Source: an optimization exercise on an open RTL-to-GDS flow (aim: small area, a short achievable clock period and few clock cycles per item). Production flows keep margins and buffers that such runs may drop. The RTL was checked by simulation tests, not by an equivalence proof against the original design. No activity file was given, so power comes from the tool's default toggle rates.

Setup of v6:
## cc_top
module cc_top #(
    parameter int max_actions = 10
) (
    input  logic            clk,
    input  logic            rst_n,
    input  logic            color_valid,
    input  logic [2:0]      color,
    input  logic            action_valid,
    input  logic [7:0]      action,
    output logic            out_valid,
    output logic [6:0]      score
);
clock: 10.0 ns
lec_check: 0
cap_margin: 20
core_margin: 2
core_utilization: 50
slew_margin: 20
standard.sh (not shown) runs the stock make flow with config.mk's settings and CLKGATE_MAP_FILE= SYNTH_SCRIPT=/design/flow/synth_recipe.tcl, a recipe that flattens the netlist after the stock synthesis.
==> flow/flow/run.sh <==
#!/bin/bash
# The standard layout with two changes: ABC's default mapping script in
# synthesis (flow/synth.tcl), and plain buffers (not delay buffers) on the
# ports. Each tool's output is kept in the ORFS logs; make's in orfs_make.log.
set -euo pipefail
here=$(pwd)
bash standard.sh SYNTH_SCRIPT="$here/flow/synth.tcl" \
  BUFFER_PORTS_ARGS="-buffer_cell sky130_fd_sc_hd__buf_4" SETUP_SLACK_MARGIN=7.0 finish > orfs_make.log 2>&1
==> flow/flow/synth.tcl <==
# synth_recipe.tcl (the standard synthesis), except that ABC maps the logic
# with its default script for a liberty library instead of ORFS's speed
# script. Registers are mapped before ABC runs, so they are the standard
# synthesis's, with the same names and cells.
proc synth {args} { yosys synth -nofsm -noshare {*}$args }
proc abc {args} {
  set i [lsearch -exact $args -script]
  if {$i >= 0} {
    set args [lreplace $args $i [expr {$i + 1}]]
  }
  puts "OWN-FLOW abc $args"
  yosys abc {*}$args
}
source $::env(SCRIPTS_DIR)/synth.tcl
# left out here: clear keep_hierarchy, flatten, clean up, hide names made inside functions, write 1_2_yosys.v
Testbench counts of v6, summed over its fixed seeds: cycles 23,520, games 480.
> inputs changed (v6 -> v7)
- changing CORE_UTILIZATION from 50 to 58
- setting CTS_BUF_LIST to sky130_fd_sc_hd__clkbuf_8 for the first time
diff --git a/flow/flow/run.sh b/flow/flow/run.sh
--- a/flow/flow/run.sh
+++ b/flow/flow/run.sh
@@ -8 +8 @@
-  BUFFER_PORTS_ARGS="-buffer_cell sky130_fd_sc_hd__buf_4" SETUP_SLACK_MARGIN=7.0 finish > orfs_make.log 2>&1
+  BUFFER_PORTS_ARGS="-buffer_cell sky130_fd_sc_hd__buf_4" SETUP_SLACK_MARGIN=6.5 finish > orfs_make.log 2>&1
### Flow results
Having completed the whole flow, v7 delivered a layout that passed the timing, DRC and antenna checks. Of v6 and v7, the higher met2 layer usage reported by global route belongs to v7. v7 ends up with lower routed wire length than v6 does. Diff v6 -> v7: global-route usage saw an increase; number of standard cells in the layout, taps in and fillers out saw a decrease. Compared with v6, v7 shows a higher proportion of power drawn by the clock network. In v7, the initial antenna violation count came out 1 above the value in v6. On v7: non-clock buffer count is 195 lower than what v6 gave. Run comparison: v7 highest metal layer used by the detailed router met4; v6 highest metal layer used by the detailed router met5.

cc_top, a different RTL version from the one above (not shown whole).
Size in the first run: roughly 1,800 cells after synthesis, roughly 200 flip-flops, roughly 23 I/O pins, ~15,000 sq um of cells after synthesis.
Settings: LEC_CHECK=0, CAP_MARGIN=20, CORE_MARGIN=2, CORE_UTILIZATION=50, SLEW_MARGIN=20; clock period 10.0 ns.
==> flow/flow/run.sh <==
#!/bin/bash
# The standard layout with two changes: ABC's default mapping script in
# synthesis (flow/synth.tcl), and plain buffers (not delay buffers) on the
# ports. Each tool's output is kept in the ORFS logs; make's in orfs_make.log.
set -euo pipefail
here=$(pwd)
bash standard.sh SYNTH_SCRIPT="$here/flow/synth.tcl" \
  BUFFER_PORTS_ARGS="-buffer_cell sky130_fd_sc_hd__buf_4" SETUP_SLACK_MARGIN=6.0 finish > orfs_make.log 2>&1
Scripts as last shown in full above: flow/flow/synth.tcl
Testbench counts at the start, summed over its fixed seeds: cycles 23,520, games 480.
Then changed:
--- a/flow/flow/run.sh
+++ b/flow/flow/run.sh
@@ -6,3 +6,3 @@
 here=$(pwd)
 bash standard.sh SYNTH_SCRIPT="$here/flow/synth.tcl" \
-  BUFFER_PORTS_ARGS="-buffer_cell sky130_fd_sc_hd__buf_4" SETUP_SLACK_MARGIN=6.0 finish > orfs_make.log 2>&1
+  BUFFER_PORTS_ARGS="-buffer_cell sky130_fd_sc_hd__buf_4" SETUP_SLACK_MARGIN=6.5 finish > orfs_make.log 2>&1
- CORE_UTILIZATION: 50 -> 65
Effect: The changed run passed the timing, DRC and antenna checks. Design area grows by 7.7%. Total power grows by 7.3%. Via count grows by 5.3%. Global-route usage grows by 8.1 points. Utilization grows by 23 points. Setup slack improves by 420 ps. Wire length shrinks by 3.0%. Synthesized cell count does not change. Sequential power grows by about 3%. Count of clock-buffer cells in the layout grows by 5.

==> separate check: timing with driven ports <==
In the flow no input, the clock included, has a driving cell. The finished layouts below were timed again as built, in two steps. Step 1 assumes that a clkbuf_16 drives the clock port and a buf_2 every other input. Step 2 also shifts input and output timing later by t, the mid clock arrival at the registers, as if the neighbouring blocks saw the same clock. Three values: ideal ports, drivers, drivers and shift; two values: the first two.
run	t, ns	setup WS [ns]	worst slew at a driven data input, ns	pins driven straight from the clock port
v6	0.605	6.454 / 6.454 / 6.346	0.04	1
v7	0.605	6.473 / 6.473 / 6.009	0.03	1
the first run of note 2	0.599	6.011 / 6.011 / 5.937	0.06	1
the second run of note 2	0.585	6.429 / 6.429 / 6.076	0.04	1
After both steps setup and hold are still met in every run listed. The setup slack of v7, which loses most, moves by 0.000 ns with the drivers and by -0.464 ns with both steps.
